Background: an optimization exercise with open tools, aiming at small area, a short achievable clock period and few clock cycles per item. Do not read the settings as production practice.
Only simulation tests tie the RTL to the original design; equivalence was not proved.
Power is estimated from default activity; no workload was simulated.

## flow/design.v (module list and top-level ports; edited modules follow where they fit)
// module mac_fa: 10 lines
// module mac_aoi21: 3 lines
// module mac_oai21: 3 lines
// module mac_nand2: 3 lines
// module mac_nor2: 3 lines
// module mac_ha: 9 lines
// module wallace_mac: 1972 lines
module wallace_mac (
    input  wire        clk,
    input  wire        arst_n,
    input  wire        req,
    output logic       ack,
    input  wire [15:0] a,
    input  wire [15:0] b,
    input  wire [31:0] acc,
    input  wire        cin,
    output logic [32:0] result
);
  // ...
==> flow/flow/run.sh <==
#!/bin/bash
# The standard layout (the standard.sh: ORFS synthesis and place and route,
# unchanged), except that the port buffers that global placement inserts on
# every input and output use a plain buffer cell rather than the delay cell
# the resizer would pick by default.
set -euo pipefail
export BUFFER_PORTS_ARGS="-buffer_cell ${PORT_BUFFER:-sky130_fd_sc_hd__buf_2}"
bash standard.sh > standard_flow.log 2>&1
==> flow/standard.sh <==
#!/bin/bash
# synth_recipe.tcl (not shown) runs the flow's synth.tcl, then flattens the netlist and writes it again
# the make line also repeats each setting of config.mk as NAME=value (left out here)
make -C /OpenROAD-flow-scripts/flow DESIGN_CONFIG=/design/flow/config.mk WORK_HOME=/design/flow/orfs CLKGATE_MAP_FILE= SYNTH_SCRIPT=/design/flow/synth_recipe.tcl "${@:-finish}"
==> flow/config.mk <==
export PLATFORM = sky130hd
export DESIGN_NAME = wallace_mac
export DESIGN_NICKNAME = wallace_mac
export VERILOG_FILES = /design/flow/design.v
export SDC_FILE = /design/flow/constraint.sdc
export NUM_CORES = 4
export LEC_CHECK = 0
export CAP_MARGIN = 20
export CORE_MARGIN = 2
export CORE_UTILIZATION = 40
export CTS_BUF_LIST = sky130_fd_sc_hd__clkbuf_8
export SETUP_SLACK_MARGIN = 2.15
export SLEW_MARGIN = 20
export SYNTH_HIERARCHICAL = 1
export SYNTH_MINIMUM_KEEP_SIZE = 0
==> flow/constraint.sdc <==
create_clock -name core_clock -period 6.0 [get_ports {clk}]
set_input_delay 1.2000 -clock core_clock [delete_from_list [all_inputs] [get_ports {clk}]]
set_output_delay 1.2000 -clock core_clock [all_outputs]
set_load 0.01 [all_outputs]
==> summary.txt, run 1 <==
Clocking
  – Clock root buffer: clkbuf_8
  – CTS resizes: 65
  – Num CTS Buffers: 9
  – Post-CTS Setup Bufs: 5

Floorplanning
  – Die Span Y: 162 um
  – Starting Density: 0.410
  – Die area: 26300 um2
  – Io pins: 102

Worst setup path
  – Critical path class: reg2out
  – Worst setup path end: result[28]
  – Max stage delay cell, worst path: fa_1

Power and ir drop
  – Top power group: combinational cells
  – Power share of the clock group: 0.076
  – Cell internal pwr: 0.00329 W
  – P_sw: 0.00306 W

Drt
  – Detailed Route WL: 22900 um
  – Metal3 WL: 1510 um

Logic synthesis
  – Top cells by count, synth: nand2_1 (272), fa_1 (241), dfxtp_1 (75)
  – Cells after synthesis: 923
  – Yosys reg bits: 76
  – Mux share of post-synthesis cell area: 0

STA
  – Unrepaired setup endpoints after global routing: true
  – Worst setup margin: 1990 ps

Cells and area
  – Filler Cell Count: 2377
  – Most frequent cells in the layout: nand2_1 (255), fa_1 (199), buf_2 (72), dfxtp_1 (69), inv_1 (62)
  – Leading cell kind: multi-input gates

Status
  – Status: complete, no violations

Global routing
  – Antenna violations before repair: 0

Place
  – Hpwl dp: 18200 um
Testbench counts, summed over its fixed seeds: cycles 16,000, items 8,000.
==> run 2, diff against run 1 <==
--- a/flow/config.mk
+++ b/flow/config.mk
@@ -10,5 +10,5 @@
 export CORE_UTILIZATION = 40
 export CTS_BUF_LIST = sky130_fd_sc_hd__clkbuf_8
-export SETUP_SLACK_MARGIN = 2.15
+export SETUP_SLACK_MARGIN = 1.9
 export SLEW_MARGIN = 20
 export SYNTH_HIERARCHICAL = 1
==> summary.txt, run 2 <==
Floorplanning
  – Starting Density: 0.410 (unchanged)
  – Die W: 162 um (unchanged)
  – Io pins: 102 (unchanged)
  – Area of the core: 24400 um2 (unchanged)
  – Die Span Y: 162 um (unchanged)
  – Rows: 57 (unchanged)
  – Die area: 26300 um2 (unchanged)

STA
  – Max-slew violations: 0 (unchanged)
  – Unrepaired setup endpoints after global routing: true (unchanged)
  – Hold Fails Final Rpt: 0 (unchanged)
  – Final period utilization: 0.666 (was 0.668)
  – Final hold slack: 584 ps (was 576 ps)
  – Final Setup Violations: 0 (unchanged)
  – Post-layout min period: 4000 ps (was 4010 ps)
  – F_max: 250 MHz (was 249 MHz)
  – Setup TNS: 0 ps (unchanged)

Logic synthesis
  – Synth async-reset ratio: 0.0132 (unchanged)
  – Syn Std Cell Area: 9990 um2 (unchanged)
  – Top cells by count, synth: nand2_1 (272), fa_1 (241), dfxtp_1 (75) (unchanged)
  – Area contributors post-synth: fa_1 (48%), dfxtp_1 (15%), nand2_1 (10%), buf_6 (7.0%), a21oi_2 (4.1%) (unchanged)
  – Synth Flop Type: dfxtp_1 (unchanged)
  – Mux share of post-synthesis cell area: 0 (unchanged)
  – Simple-gate share of the synthesized area: 0.119 (unchanged)
  – Complex-gate fraction of the synthesized area: 0.0572 (unchanged)
  – Post-synthesis adder-cell area fraction: 0.523 (unchanged)
  – Post-Synth XOR/XNOR Area: 0.0263 (unchanged)
  – Largest family of logic cells by synthesized area: adder cells (unchanged)
  – Yosys reg bits: 76 (unchanged)
  – Number of synthesized flops with an enable pin: 0 (unchanged)
  – Most instantiated library cell after synthesis: nand2_1 (unchanged)
  – Area leader, netlist: fa_1 (unchanged)
  – Area fraction of the dominant cell type after synthesis: 0.483 (unchanged)
  – Avg Inst Size Synth: 10.8 um2 (unchanged)
  – Seq/Total Area, Yosys: 0.153 (unchanged)
  – Synth warnings: 7 (unchanged)
  – Cells after synthesis: 923 (unchanged)
  – Synth cell types: 16 (unchanged)

Drt
  – Detailed Route WL: 22500 um (was 22900 um)
  – DRC Markers: 0 (unchanged)
  – DR vias: 6368 (was 6360)
  – Via-per-instance ratio: 4.92 (was 4.89)
  – Router iterations before antenna repair: 5 (was 6)
  – Initial DRC Count: 412 (was 368)
  – Routed WL per cell: 17.4 um (was 17.6 um)
  – Final ANT Viol Nets: 0 (unchanged)

Power and ir drop
  – Leak: 4.11 nW (was 4.22 nW)
  – PwrDens: 613 nW/um2 (was 579 nW/um2)
  – Max rail drop VDD: 358 uV (was 290 uV)

Global routing
  – Vias in the first global route: 6951 (was 6881)
  – Largest net degree at the start of global routing: 17 (unchanged)
  – Grt ovf: 0 (unchanged)
  – First-pass GRT wire length: 36800 um (was 36600 um)
  – GRT Total Usage: 0.183 (about the same)
  – Antenna violations before repair: 0 (unchanged)

Flow run
  – Maxcap violations: 0 (unchanged)

Worst setup path
  – Slowest cell delay on critical path: 580 ps (was 510 ps)
  – CP startpoint kind: primary input (was flip-flop)
  – Worst-path maximum fanout: 16 (was 8)
  – Required @ worst endpoint: 6320 ps (was 4800 ps)
  – Critical path class: in2reg (was reg2out)
  – Max stage delay cell, worst path: fa_1 (unchanged)
  – Crit. Startpoint: a[0] (was r_fs_141)
  – Worst setup EP type: flip-flop (was output pin)
  – CP arrival: 4320 ps (was 2810 ps)
  – Most frequent CP cell: fa_1 (was o21ai_2)
  – Crit-path cells: buf_6 -> nand2_1 -> fa_1 -> fa_1 -> fa_2 -> fa_1 -> fa_1 -> ha_1 -> a21oi_2 (was fa_1 -> ha_4 -> nand2_4 -> nor2_4 -> nand2_2 -> o21ai_2 -> buf_8 -> clkinvlp_4 -> o21ai_2 -> xnor2_1 -> buf_2)

Cells and area
  – Filler Cell Count: 2381 (was 2377)
  – Ant. Diodes: 0 (unchanged)
  – Most frequent cells in the layout: nand2_1 (268), fa_1 (238), buf_2 (87), dfxtp_1 (72), inv_1 (60) (was nand2_1 (255), fa_1 (199), buf_2 (72), dfxtp_1 (69), inv_1 (62))
  – Commonest non-fill, non-tap cell in the layout: nand2_1 (unchanged)
  – Net count reported at finish: 1305 (was 1313)
  – Register Area: 1530 um2 (about the same)
  – Multi-input logic area: 7490 um2 (was 7630 um2)
  – Synth-to-layout area growth: 5.48% (was 9.53%)
  – Layout cells sized above 1: 0.231 (was 0.291)

Place
  – # port buffers: 101 (unchanged)
  – Placer congestion estimate: 0.802 (was 0.824)
  – Hpwl dp: 17700 um (was 18200 um)

Min path
  – Worst hold path type: in2async (unchanged)

Clocking
  – Clock sinks: 76 (unchanged)
  – Hold buffer count at cts: 0 (unchanged)
  – H-tree depth: 3 (unchanged)
  – Clock buffer depth: 2 (unchanged)
  – CTS tree: done (unchanged)
  – Clock root buffer: clkbuf_8 (unchanged)
  – Clock Pin Slew Worst Setup and Hold Paths: 90 ps (about the same)
  – Num CTS Buffers: 9 (unchanged)

Status
  – Status: complete, no violations (unchanged)
==> run 2: cell counts after synthesis <==
Identical to the previous run, type by type.
==> run 2: cell type report <==
type | instances | area share
inverter | 62 | 0.0224
sequential | 76 | 0.145
multi-input combinational | 702 | 0.711
clock buffer | 9 | 0.0118
timing repair buffer | 113 | 0.0631
clock inverter | 7 | 0.00831
tap | 324 | 0.0385
==> run 2: per-layer routing <==
layer	up-vias	track usage	wire length [um]
met1	3292	0.255	9570
met3	22	0.0391	1700
met4	0	0.0471	393
met5	-	0	0
li1	2803	-	-
met2	251	0.294	10800
==> run 2: logic make-up after synthesis <==
kind of cell / Yosys count
other: 1
DFF: 76
and+or+nand+nor: 305
xor gates and xnor gates: 30
adders and majority gates: 273
buffers and inverters: 159
AOI/OAI and AO/OA: 79
==> run 2: report_power, final <==
group / total, W / internal (W) / switching, W
logic: 0.00511 / 0.00228 / 0.00283
registers: 0.000906 / 0.000784 / 0.000122
clock network: 0.000440 / 0.000204 / 0.000236
total: 0.00646 / 0.00327 / 0.00319
==> run 2: critical path, delay by kind of cell <==
family	cells	cell delay [ps]
buf+inv	1	150
compound gates	1	140
simple gates	1	100
fa+ha+maj	6	2720
==> run 2: per-stage QoR <==
step,cell area [um2],setup slack [ps],power (W),instances,utilization
after detailed placement,9990,1410,0.00531,1266,0.409
after CTS,10300,1890,0.00612,1286,0.424
final,10500,2000,0.00646,1293,0.432
after global placement,9990,1470,0.00524,1266,0.409
after global routing,10500,1850,0.00715,1293,0.432
after floorplan,10100,1900,0.00465,937,-
==> run 2: what timing repair did <==
item | CTS | global route
endpoints found under the hold margin | 0 | 0
resized for setup | 26 | 33
pin swaps | 10 | 15
buffers inserted | 4 | 7
setup endpoints to repair | 13 | 25
==> run 2: worst paths after layout <==
check | endpoint | slack, ps | cells after the start
hold / removal | ack | 580 | 1
min in group core_clock | ack | 940 | 1
setup / recovery | r_G1_9 | 2000 | 9
max in group asynchronous | ack | 5330 | 1
==> run 2: modules after synthesis (local to each module, per instance) <==
module | flip-flops and latches | copies in the design
wallace_mac | 76 | 1
mac_oai21 | 0 | 32
mac_fa | 0 | 241
mac_aoi21 | 0 | 47
mac_nand2 | 0 | 32
mac_nor2 | 0 | 17
==> run 3, diff against run 2 <==
--- a/flow/config.mk
+++ b/flow/config.mk
@@ -10,5 +10,5 @@
 export CORE_UTILIZATION = 40
 export CTS_BUF_LIST = sky130_fd_sc_hd__clkbuf_8
-export SETUP_SLACK_MARGIN = 1.9
+export SETUP_SLACK_MARGIN = 2.0
 export SLEW_MARGIN = 20
 export SYNTH_HIERARCHICAL = 1
==> summary.txt, run 3 <==
Status
  – Status: complete, no violations (unchanged)

Global routing
  – GRT Total Usage: 0.187 (was 0.183)
  – First-pass GRT wire length: 37600 um (was 36800 um)
  – Largest net degree at the start of global routing: 17 (unchanged)
  – Vias in the first global route: 7207 (was 6951)
  – Grt ovf: 0 (unchanged)
  – Antenna violations before repair: 0 (unchanged)

Power and ir drop
  – Cell internal pwr: 0.00339 W (was 0.00327 W)
  – Max rail drop VDD: 395 uV (was 358 uV)
  – Switching Fraction: 0.485 (was 0.494)
  – P_sw: 0.00319 W (about the same)
  – Combinational share of power: 0.798 (was 0.792)
  – Power share of the clock group: 0.065 (was 0.068)
  – Flop pwr share: 0.137 (was 0.140)
  – PwrDens: 619 nW/um2 (was 613 nW/um2)
  – Leak: 4.14 nW (was 4.11 nW)

STA
  – Hold Fails Final Rpt: 0 (unchanged)
  – Worst setup margin: 2050 ps (was 2000 ps)
  – Final Setup Violations: 0 (unchanged)
  – Max_slew headroom: 0.639
  – Post-layout min period: 3950 ps (was 4000 ps)
  – Final period utilization: 0.658 (was 0.666)
  – Unrepaired setup endpoints after global routing: true (unchanged)
  – Max-slew violations: 0 (unchanged)
  – Setup TNS: 0 ps (unchanged)
  – Slew @ Worst Pin: 541 ps
  – F_max: 253 MHz (was 250 MHz)

Place
  – Placer congestion estimate: 0.839 (was 0.802)
  – # port buffers: 101 (unchanged)
  – Placement Setup Slack: 1420 ps (was 1410 ps)
  – Hpwl dp: 18100 um (was 17700 um)
  – Placed cells: 1265 (was 1266)

Worst setup path
  – CP startpoint kind: flip-flop (was primary input)
  – Required @ worst endpoint: 4800 ps (was 6320 ps)
  – CP arrival: 2750 ps (was 4320 ps)
  – Worst-path maximum fanout: 4 (was 16)
  – Worst setup EP type: output pin (was flip-flop)
  – Critical path class: reg2out (was in2reg)

Floorplanning
  – Starting Density: 0.410 (unchanged)
  – Io pins: 102 (unchanged)
  – Area of the core: 24400 um2 (unchanged)
  – Die Span Y: 162 um (unchanged)
  – Rows: 57 (unchanged)
  – Die W: 162 um (unchanged)
  – Die area: 26300 um2 (unchanged)

Drt
  – Final ANT Viol Nets: 0 (unchanged)
  – DR vias: 6413 (was 6368)
  – Detailed Route WL: 23100 um (was 22500 um)
  – Via-per-instance ratio: 4.95 (was 4.92)
  – Routed WL per cell: 17.9 um (was 17.4 um)
  – DRC Markers: 0 (unchanged)
  – Initial DRC Count: 385 (was 412)
  – Router iterations before antenna repair: 5 (unchanged)

Logic synthesis
  – Yosys reg bits: 76 (unchanged)
  – Synth cell types: 16 (unchanged)
  – Syn Std Cell Area: 9990 um2 (unchanged)
  – Cells after synthesis: 923 (unchanged)
  – Synth Flop Type: dfxtp_1 (unchanged)
  – Synth async-reset ratio: 0.0132 (unchanged)
  – Seq/Total Area, Yosys: 0.153 (unchanged)
  – Area leader, netlist: fa_1 (unchanged)
  – Area fraction of the dominant cell type after synthesis: 0.483 (unchanged)
  – Synth warnings: 7 (unchanged)
  – Area contributors post-synth: fa_1 (48%), dfxtp_1 (15%), nand2_1 (10%), buf_6 (7.0%), a21oi_2 (4.1%) (unchanged)
  – Avg Inst Size Synth: 10.8 um2 (unchanged)
  – Number of synthesized flops with an enable pin: 0 (unchanged)
  – Top cells by count, synth: nand2_1 (272), fa_1 (241), dfxtp_1 (75) (unchanged)
  – Most instantiated library cell after synthesis: nand2_1 (unchanged)

Cells and area
  – Filler Cell Count: 2398 (was 2381)
  – Net count reported at finish: 1308 (was 1305)
  – Synth-to-layout area growth: 6.42% (was 5.48%)
  – Finished Layout Cells: 1296 (was 1293)
  – Most frequent cells in the layout: nand2_1 (268), fa_1 (238), buf_2 (80), dfxtp_1 (73), inv_1 (60) (was nand2_1 (268), fa_1 (238), buf_2 (87), dfxtp_1 (72), inv_1 (60))
  – Layout cells sized above 1: 0.235 (was 0.231)
  – Commonest non-fill, non-tap cell in the layout: nand2_1 (unchanged)
  – Ant. Diodes: 0 (unchanged)

Flow run
  – Maxcap violations: 0 (unchanged)

Min path
  – Worst hold path type: in2async (unchanged)

Clocking
  – Clock root buffer: clkbuf_8 (unchanged)
  – H-tree depth: 3 (unchanged)
  – Clock buffer depth: 2 (unchanged)
  – Num CTS Buffers: 9 (unchanged)
  – Clock sinks: 76 (unchanged)
  – Clock Pin Slew Worst Setup and Hold Paths: 90 ps (about the same)
  – CTS tree: done (unchanged)
[run 3: worst paths after layout]
check | from | to | depth (start not counted)
setup / recovery | r_fc_187 | result[26] | 10
max in group asynchronous | arst_n | ack | 1
min in group core_clock | req | ack | 1
hold / removal | arst_n | ack | 1
[run 3: area by class of cell]
| cell class | count | area, um2 | share of cell area |
|---|---|---|---|
| clock buffers | 9 | 124 | 0.0116 |
| clock inverters | 7 | 88.8 | 0.00835 |
| inverters | 62 | 235 | 0.0221 |
| multi-input cells | 702 | 7520 | 0.708 |
| flip-flops and latches | 76 | 1530 | 0.144 |
| well taps | 324 | 405 | 0.0381 |
| repair buffers | 116 | 728 | 0.0685 |
[run 3: logic make-up (layout without fill, tap and decap cells)]
logic type               count (synthesis)  in the layout  synth area share
AND/OR/NAND/NOR                        305            305             0.119
adder cells (fa/ha/maj)                273            273             0.523
buffers and inverters                  159            194             0.122
AO/OA/AOI/OAI                           79             79            0.0572
flip-flops                              76             76             0.153
XOR/XNOR                                30             30            0.0263
other                                    1             15          0.000375
[run 3: timing repair]
item	CTS	global route
pin swaps	11	17
buffers inserted	11	4
hold buffers	0	0
gates resized for setup	40	32
endpoints found under the setup margin	23	30
[run 3: metal layers]
layer	vias to the layer above	track usage	part of all wire
met5	-	0	0
met4	0	0.0471	0.018
met3	31	0.0449	0.082
met2	274	0.311	0.50
met1	3302	0.247	0.40
li1	2806	-	-
[run 3: modules after synthesis (local to each module, per instance)]
module,cells,times used
mac_fa,1,241
mac_aoi21,1,47
mac_oai21,1,32
mac_nand2,1,32
mac_nor2,1,17
wallace_mac,554,1
[run 3: stage by stage]
stage / area [um2] / util / total power [W] / hold slack (ps)
after floorplan: 10100 / - / 0.00469 / 904
after global placement: 10000 / 0.411 / 0.00528 / 974
after detailed placement: 10000 / 0.411 / 0.00534 / 975
after CTS: 10500 / 0.429 / 0.00645 / 562
after global routing: 10600 / 0.436 / 0.00731 / 565
final: 10600 / 0.436 / 0.00658 / 581
[run 3: power by group through the flow]
stage	clock network (W)	logic [W]	registers, W
detailed placement	0	0.00442	0.000915
floorplan	0	0.00380	0.000890
CTS	0.000440	0.00510	0.000905
global placement	0	0.00437	0.000911
global route	0.000460	0.00592	0.000930
finish	0.000425	0.00525	0.000902
[run 3: critical path, stage by stage, from the launching register on]
cell,delay (ps)
dfxtp_1,330
fa_1,520
ha_4,310
nand2_1,130
o21ai_4,270
a21oi_4,110
buf_4,160
o21ai_2,180
a21oi_4,40
xor2_1,160
buf_2,160
==> run 4, diff against run 3 <==
--- a/flow/config.mk
+++ b/flow/config.mk
@@ -8,5 +8,5 @@
 export CAP_MARGIN = 20
 export CORE_MARGIN = 2
-export CORE_UTILIZATION = 40
+export CORE_UTILIZATION = 55
 export CTS_BUF_LIST = sky130_fd_sc_hd__clkbuf_8
 export SETUP_SLACK_MARGIN = 2.0
==> summary.txt, run 4 <==
Logic synthesis
  – Synth async-reset ratio: 0.0132 (unchanged)
  – Area leader, netlist: fa_1 (unchanged)
  – Synth cell types: 16 (unchanged)
  – Top cells by count, synth: nand2_1 (272), fa_1 (241), dfxtp_1 (75) (unchanged)
  – Synth Flop Type: dfxtp_1 (unchanged)
  – Cells after synthesis: 923 (unchanged)
  – Seq/Total Area, Yosys: 0.153 (unchanged)
  – Area contributors post-synth: fa_1 (48%), dfxtp_1 (15%), nand2_1 (10%), buf_6 (7.0%), a21oi_2 (4.1%) (unchanged)
  – Syn Std Cell Area: 9990 um2 (unchanged)
  – Synth warnings: 7 (unchanged)
  – Yosys reg bits: 76 (unchanged)
  – Avg Inst Size Synth: 10.8 um2 (unchanged)
  – Most instantiated library cell after synthesis: nand2_1 (unchanged)
  – Area fraction of the dominant cell type after synthesis: 0.483 (unchanged)
  – Number of synthesized flops with an enable pin: 0 (unchanged)

Worst setup path
  – Required @ worst endpoint: 6250 ps (was 4800 ps)
  – Worst setup EP type: flip-flop (was output pin)
  – CP startpoint kind: primary input (was flip-flop)
  – Critical path class: in2reg (was reg2out)
  – CP arrival: 4200 ps (was 2750 ps)
  – Worst-path maximum fanout: 16 (was 4)
  – Crit. Startpoint: b[13] (was r_fc_187)

Cells and area
  – Finished Layout Cells: 1199 (was 1296)
  – Layout cells sized above 1: 0.241 (was 0.235)
  – Synth-to-layout area growth: 5.81% (was 6.42%)
  – Commonest non-fill, non-tap cell in the layout: nand2_1 (unchanged)
  – Ant. Diodes: 0 (unchanged)
  – Net count reported at finish: 1306 (was 1308)
  – Filler Cell Count: 1566 (was 2398)
  – Most frequent cells in the layout: nand2_1 (265), fa_1 (238), buf_2 (83), dfxtp_1 (73), inv_1 (60) (was nand2_1 (268), fa_1 (238), buf_2 (80), dfxtp_1 (73), inv_1 (60))

Power and ir drop
  – Power share of the clock group: 0.062 (was 0.065)
  – Flop pwr share: 0.134 (was 0.137)
  – Combinational share of power: 0.804 (was 0.798)
  – Cell internal pwr: 0.00356 W (was 0.00339 W)
  – PwrDens: 640 nW/um2 (was 619 nW/um2)
  – P_sw: 0.00321 W (was 0.00319 W)
  – Leak: 4.13 nW (was 4.14 nW)
  – Switching Fraction: 0.474 (was 0.485)
  – Max rail drop VDD: 624 uV (was 395 uV)

Global routing
  – Grt ovf: 0 (unchanged)
  – Largest net degree at the start of global routing: 17 (unchanged)
  – Antenna violations before repair: 0 (unchanged)
  – Vias in the first global route: 6913 (was 7207)
  – GRT Total Usage: 0.243 (was 0.187)
  – First-pass GRT wire length: 35800 um (was 37600 um)

Drt
  – DRC Markers: 0 (unchanged)
  – Routed WL per cell: 18.9 um (was 17.9 um)
  – Detailed Route WL: 22600 um (was 23100 um)
  – Via-per-instance ratio: 5.28 (was 4.95)
  – Initial DRC Count: 441 (was 385)
  – Router iterations before antenna repair: 5 (unchanged)
  – DR vias: 6331 (was 6413)
  – Final ANT Viol Nets: 0 (unchanged)

STA
  – Setup TNS: 0 ps (unchanged)
  – Post-layout min period: 3960 ps (was 3950 ps)
  – Final Setup Violations: 0 (unchanged)
  – Final period utilization: 0.659 (was 0.658)
  – Hold Fails Final Rpt: 0 (unchanged)
  – Max-slew violations: 0 (unchanged)
  – Unrepaired setup endpoints after global routing: true (unchanged)
  – F_max: 253 MHz (about the same)

Clocking
  – Clock buffer depth: 2 (unchanged)
  – Clock sinks: 76 (unchanged)
  – CTS tree: done (unchanged)
  – Clock root buffer: clkbuf_8 (unchanged)
  – Hold buffer count at cts: 0 (unchanged)
  – H-tree depth: 3 (unchanged)
  – Num CTS Buffers: 9 (unchanged)
  – Clock Pin Slew Worst Setup and Hold Paths: 80 ps (was 90 ps)

Floorplanning
  – Die Span Y: 139 um (was 162 um)
  – Rows: 49 (was 57)
  – Area of the core: 17900 um2 (was 24400 um2)
  – Die W: 139 um (was 162 um)
  – Io pins: 102 (unchanged)
  – Starting Density: 0.558 (was 0.410)
  – Die area: 19300 um2 (was 26300 um2)

Place
  – Placer congestion estimate: 0.873 (was 0.839)
  – # port buffers: 101 (unchanged)
  – Placed cells: 1170 (was 1265)
  – Hpwl dp: 17400 um (was 18100 um)

Status
  – Status: complete, no violations (unchanged)

Flow run
  – Maxcap violations: 0 (unchanged)

Min path
  – Worst hold path type: in2async (unchanged)
## run 4: metal layers
layer  routed length [um]  vias up  global-route usage
met2                11900      204               0.424
met5                    0        -                   0
li1                     -     2804                   -
met1                 9120     3295               0.322
met4                  447        0              0.0617
met3                 1160       28              0.0373
## run 4: path summary, 6_finish.rpt
| path | endpoint | slack [ps] |
|---|---|---|
| max | r_fs_183 | 2040 |
| min | ack | 590 |
| max in group asynchronous | ack | 5330 |
| min in group core_clock | ack | 930 |
## run 4: power groups by stage
stage	Clock, W	Sequential, W	Combinational [W]
after global routing	0.000454	0.000935	0.00600
final	0.000418	0.000907	0.00544
after floorplan	0	0.000890	0.00380
after CTS	0.000432	0.000909	0.00449
after detailed placement	0	0.000921	0.00429
after global placement	0	0.000917	0.00425
## run 4: kinds of logic (layout without fill, tap and decap cells)
group	after synthesis	in the layout	synth area share
flip-flops	76	76	0.153
AO/OA/AOI/OAI	79	79	0.0572
other	1	15	0.000375
buffers and inverters	159	192	0.122
AND/OR/NAND/NOR	305	305	0.119
adder cells (fa/ha/maj)	273	273	0.523
XOR/XNOR	30	30	0.0263
## run 4: timing repair
item | 4_1_cts | 5_1_grt
buffers inserted | 2 | 10
setup endpoints to repair | 21 | 25
resized for setup | 16 | 58
pin swaps | 2 | 29
gates cloned | 0 | 1
## run 4: final cells by class
type,instances,area [um2],area share
clock buffers,9,124,0.0117
repair buffers,114,696,0.0658
flip-flops and latches,76,1530,0.145
well taps,229,287,0.0271
clock inverters,7,83.8,0.00793
multi-input cells,702,7620,0.720
inverters,62,238,0.0225
## run 4: critical path, cell delays in order
cell and delay [ps]:
buf_2 360, nand2_1 160, fa_1 520, fa_1 550, fa_1 520, fa_1 430, fa_1 460
## run 4: per-module statistics from Yosys (local to each module, per instance)
module / flops+latches / times used
mac_nand2: 0 / 32
mac_oai21: 0 / 32
wallace_mac: 76 / 1
mac_fa: 0 / 241
mac_aoi21: 0 / 47
mac_nor2: 0 / 17
## run 4: metrics by stage
step | hold WS (ps) | instance area, um2 | power (W) | setup WS (ps) | util
3_5_place_dp | 978 | 9890 | 0.00521 | 1430 | 0.553
5_1_grt | 555 | 10600 | 0.00739 | 1930 | 0.591
3_3_place_gp | 974 | 9890 | 0.00516 | 1480 | 0.553
6_report | 586 | 10600 | 0.00677 | 2040 | 0.591
2_1_floorplan | 904 | 10100 | 0.00469 | 1900 | -
4_1_cts | 565 | 10200 | 0.00583 | 1990 | 0.569
==> run 5, diff against run 4 <==
--- a/flow/flow/run.sh
+++ b/flow/flow/run.sh
@@ -5,4 +5,4 @@
 # the resizer would pick by default.
 set -euo pipefail
-export BUFFER_PORTS_ARGS="-buffer_cell ${PORT_BUFFER:-sky130_fd_sc_hd__buf_2}"
+export BUFFER_PORTS_ARGS="-buffer_cell ${PORT_BUFFER:-sky130_fd_sc_hd__buf_1}"
 bash standard.sh > standard_flow.log 2>&1
--- a/flow/config.mk
+++ b/flow/config.mk
@@ -8,5 +8,5 @@
 export CAP_MARGIN = 20
 export CORE_MARGIN = 2
-export CORE_UTILIZATION = 55
+export CORE_UTILIZATION = 40
 export CTS_BUF_LIST = sky130_fd_sc_hd__clkbuf_8
 export SETUP_SLACK_MARGIN = 2.0
==> summary.txt, run 5 <==
STA
  – Unrepaired setup endpoints after global routing: true (unchanged)
  – Slew @ Worst Pin: 538 ps
  – Final hold slack: 566 ps (was 586 ps)
  – Max_slew headroom: 0.641
  – Hold Fails Final Rpt: 0 (unchanged)
  – Post-layout min period: 4030 ps (was 3960 ps)
  – F_max: 248 MHz (was 253 MHz)
  – Final Setup Violations: 0 (unchanged)
  – Max-slew violations: 0 (unchanged)
  – Setup TNS: 0 ps (unchanged)
  – Final period utilization: 0.671 (was 0.659)

Floorplanning
  – Io pins: 102 (unchanged)
  – Die Span Y: 162 um (was 139 um)
  – Starting Density: 0.410 (was 0.558)
  – Die area: 26300 um2 (was 19300 um2)
  – Area of the core: 24400 um2 (was 17900 um2)
  – Rows: 57 (was 49)
  – Die W: 162 um (was 139 um)

Drt
  – Initial DRC Count: 354 (was 441)
  – DR vias: 6408 (was 6331)
  – Via-per-instance ratio: 4.83 (was 5.28)
  – Routed WL per cell: 17.7 um (was 18.9 um)
  – Router iterations before antenna repair: 7 (was 5)
  – Detailed Route WL: 23400 um (was 22600 um)
  – Final ANT Viol Nets: 0 (unchanged)
  – DRC Markers: 0 (unchanged)

Worst setup path
  – Required @ worst endpoint: 4800 ps (was 6250 ps)
  – Worst setup EP type: output pin (was flip-flop)
  – CP startpoint kind: flip-flop (was primary input)
  – CP arrival: 2830 ps (was 4200 ps)
  – Critical path class: reg2out (was in2reg)
  – Worst-path maximum fanout: 5 (was 16)

Logic synthesis
  – Post-Synth XOR/XNOR Area: 0.0263 (unchanged)
  – Top cells by count, synth: nand2_1 (272), fa_1 (241), dfxtp_1 (75) (unchanged)
  – Synth Flop Type: dfxtp_1 (unchanged)
  – Area contributors post-synth: fa_1 (48%), dfxtp_1 (15%), nand2_1 (10%), buf_6 (7.0%), a21oi_2 (4.1%) (unchanged)
  – Number of synthesized flops with an enable pin: 0 (unchanged)
  – Area fraction of the dominant cell type after synthesis: 0.483 (unchanged)
  – Seq/Total Area, Yosys: 0.153 (unchanged)
  – Synth warnings: 7 (unchanged)
  – Synth async-reset ratio: 0.0132 (unchanged)
  – Complex-gate fraction of the synthesized area: 0.0572 (unchanged)
  – Yosys reg bits: 76 (unchanged)
  – Cells after synthesis: 923 (unchanged)
  – Synth cell types: 16 (unchanged)
  – Mux share of post-synthesis cell area: 0 (unchanged)
  – Simple-gate share of the synthesized area: 0.119 (unchanged)
  – Area leader, netlist: fa_1 (unchanged)
  – Post-synthesis adder-cell area fraction: 0.523 (unchanged)
  – Largest family of logic cells by synthesized area: adder cells (unchanged)
  – Avg Inst Size Synth: 10.8 um2 (unchanged)
  – Most instantiated library cell after synthesis: nand2_1 (unchanged)
  – Syn Std Cell Area: 9990 um2 (unchanged)

Power and ir drop
  – Power share of the clock group: 0.064 (was 0.062)
  – Switching Fraction: 0.488 (was 0.474)
  – Flop pwr share: 0.138 (was 0.134)
  – PwrDens: 608 nW/um2 (was 640 nW/um2)
  – Max rail drop VDD: 346 uV (was 624 uV)
  – Cell internal pwr: 0.00338 W (was 0.00356 W)
  – Total power: 0.00659 W (was 0.00677 W)
  – P_sw: 0.00321 W (about the same)
  – Combinational share of power: 0.798 (was 0.804)
  – Leak: 4.12 nW (was 4.13 nW)

Status
  – Status: complete, no violations (unchanged)

Cells and area
  – Net count reported at finish: 1338 (was 1306)
  – Synth-to-layout area growth: 8.39% (was 5.81%)
  – Multi-input logic area: 7540 um2 (was 7620 um2)
  – Filler Cell Count: 2406 (was 1566)
  – Register Area: 1530 um2 (about the same)
  – Layout cells sized above 1: 0.200 (was 0.241)
  – Core Util, Final: 0.444 (was 0.591)
  – Most frequent cells in the layout: nand2_1 (268), fa_1 (236), dfxtp_1 (72), inv_1 (60), buf_1 (58) (was nand2_1 (265), fa_1 (238), buf_2 (83), dfxtp_1 (73), inv_1 (60))
  – Commonest non-fill, non-tap cell in the layout: nand2_1 (unchanged)

Global routing
  – Antenna violations before repair: 2 (was 0)
  – Largest net degree at the start of global routing: 17 (unchanged)
  – GRT Total Usage: 0.189 (was 0.243)
  – Vias in the first global route: 6954 (was 6913)
  – First-pass GRT wire length: 37500 um (was 35800 um)
  – Grt ovf: 0 (unchanged)

Clocking
  – CTS tree: done (unchanged)
  – H-tree depth: 3 (unchanged)
  – Clock root buffer: clkbuf_8 (unchanged)
  – Clock Pin Slew Worst Setup and Hold Paths: 80 ps (about the same)
  – Hold buffer count at cts: 0 (unchanged)
  – Num CTS Buffers: 9 (unchanged)
  – Clock buffer depth: 2 (unchanged)
  – Clock sinks: 76 (unchanged)

Flow run
  – Maxcap violations: 0 (unchanged)

Place
  – Hpwl dp: 18600 um (was 17400 um)
  – # port buffers: 101 (unchanged)
  – Placer congestion estimate: 0.867 (was 0.873)

Min path
  – Worst hold path type: in2async (unchanged)
[run 5: what timing repair did]
| action | CTS | global route |
|---|---|---|
| setup endpoints to repair | 67 | 45 |
| hold endpoints to repair | 0 | 0 |
| gates resized for setup | 71 | 68 |
| setup buffers | 7 | 14 |
| pin swaps | 14 | 22 |
| gates cloned | 1 | 0 |
[run 5: critical path, stage by stage (launching register included)]
cell     delay (ps)
dfxtp_2         330
fa_1            600
ha_4            240
a21oi_4         170
o21ai_2          80
a21oi_2         150
o21ai_4          90
buf_12          170
buf_12          140
a21oi_4         130
xor2_2          180
buf_2           160
[run 5: per-layer routing]
layer | vias up | global-route usage | share of wire
li1 | 2873 | - | -
met1 | 3268 | 0.262 | 0.43
met2 | 232 | 0.298 | 0.48
met3 | 33 | 0.0483 | 0.069
met4 | 2 | 0.0483 | 0.021
met5 | - | 0 | 0.00055
[run 5: worst paths after layout]
path                          start          to  depth (start not counted)
max                        r_fc_181  result[27]                         11
min                          arst_n         ack                          1
max in group asynchronous    arst_n         ack                          1
min in group core_clock         req         ack                          1
[run 5: layout make-up]
cell class | count | area share
antenna | 1 | 0.000231
clock buffer | 9 | 0.0114
clock inverter | 7 | 0.00739
inverter | 62 | 0.0219
multi-input combinational | 702 | 0.696
sequential | 76 | 0.141
tap | 324 | 0.0374
timing repair buffer | 146 | 0.0846
[run 5: logic make-up after synthesis]
family / count (synthesis)
AO/OA/AOI/OAI: 79
flip-flops: 76
buffers and inverters: 159
AND/OR/NAND/NOR: 305
other: 1
adder cells (fa/ha/maj): 273
XOR/XNOR: 30
[run 5: through the flow]
stage          instance area, um2  std cells  setup slack, ps
4_1_cts                     10600       1312             1950
3_5_place_dp                10100       1288             1170
3_3_place_gp                10100       1288             1220
6_report                    10800       1327             1970
5_1_grt                     10800       1326             1880
2_1_floorplan               10100        937             1900
[run 5: modules after synthesis, one instance, submodules excluded]
module / flops+latches / cells / cell area [um2]
mac_fa: 0 / 1 / 20.0
mac_oai21: 0 / 1 / 5.00
mac_aoi21: 0 / 1 / 8.76
mac_nand2: 0 / 1 / 3.75
mac_nor2: 0 / 1 / 3.75
wallace_mac: 76 / 554 / 4410
[run 5: power groups by stage]
stage               registers (W)  logic [W]  clock network, W
floorplan                0.000890    0.00380                 0
global placement         0.000917    0.00422                 0
detailed placement       0.000920    0.00428                 0
CTS                      0.000912    0.00496          0.000440
global route             0.000933    0.00588          0.000455
finish                   0.000907    0.00526          0.000421

==> afterwards: timing with drivers on the ports <==
How much do the figures lean on ideal ports? The routed layouts below were timed once more, with nothing changed but the port constraints. Step 1 (the two cells are an assumption about what drives the block):
set clk [get_ports {clk}]
set_driving_cell -lib_cell sky130_fd_sc_hd__clkbuf_16 $clk
set_driving_cell -lib_cell sky130_fd_sc_hd__buf_2 [delete_from_list [all_inputs] $clk]
Step 2 also shifts input and output timing later by t, the mid clock arrival at the registers, as if the neighbouring blocks saw the same clock. a / b / c = no drivers / after step 1 / after step 2; a / b = the first two.
run | t (ns) | setup slack, ns | slew at the worst register clock pin (ns) | worst data-port slew with drivers (ns) | pins driven straight from the clock port
run 1 | 0.406 | 1.992 / 1.950 / 1.738 | 0.09 / 0.09 | 0.09 | 1
run 2 | 0.419 | 2.002 / 1.964 / 1.586 | 0.11 / 0.11 | 0.05 | 1
run 3 | 0.420 | 2.051 / 2.008 / 1.643 | 0.10 / 0.10 | 0.08 | 1
run 4 | 0.409 | 2.044 / 2.021 / 1.634 | 0.09 / 0.09 | 0.06 | 1
run 5 | 0.428 | 1.974 / 1.930 / 1.646 | 0.10 / 0.10 | 0.07 | 1
After both steps setup and hold are still met in every run listed. For run 2, which loses most, drivers alone change the setup slack by -0.038 ns; drivers and shift together by -0.416 ns.
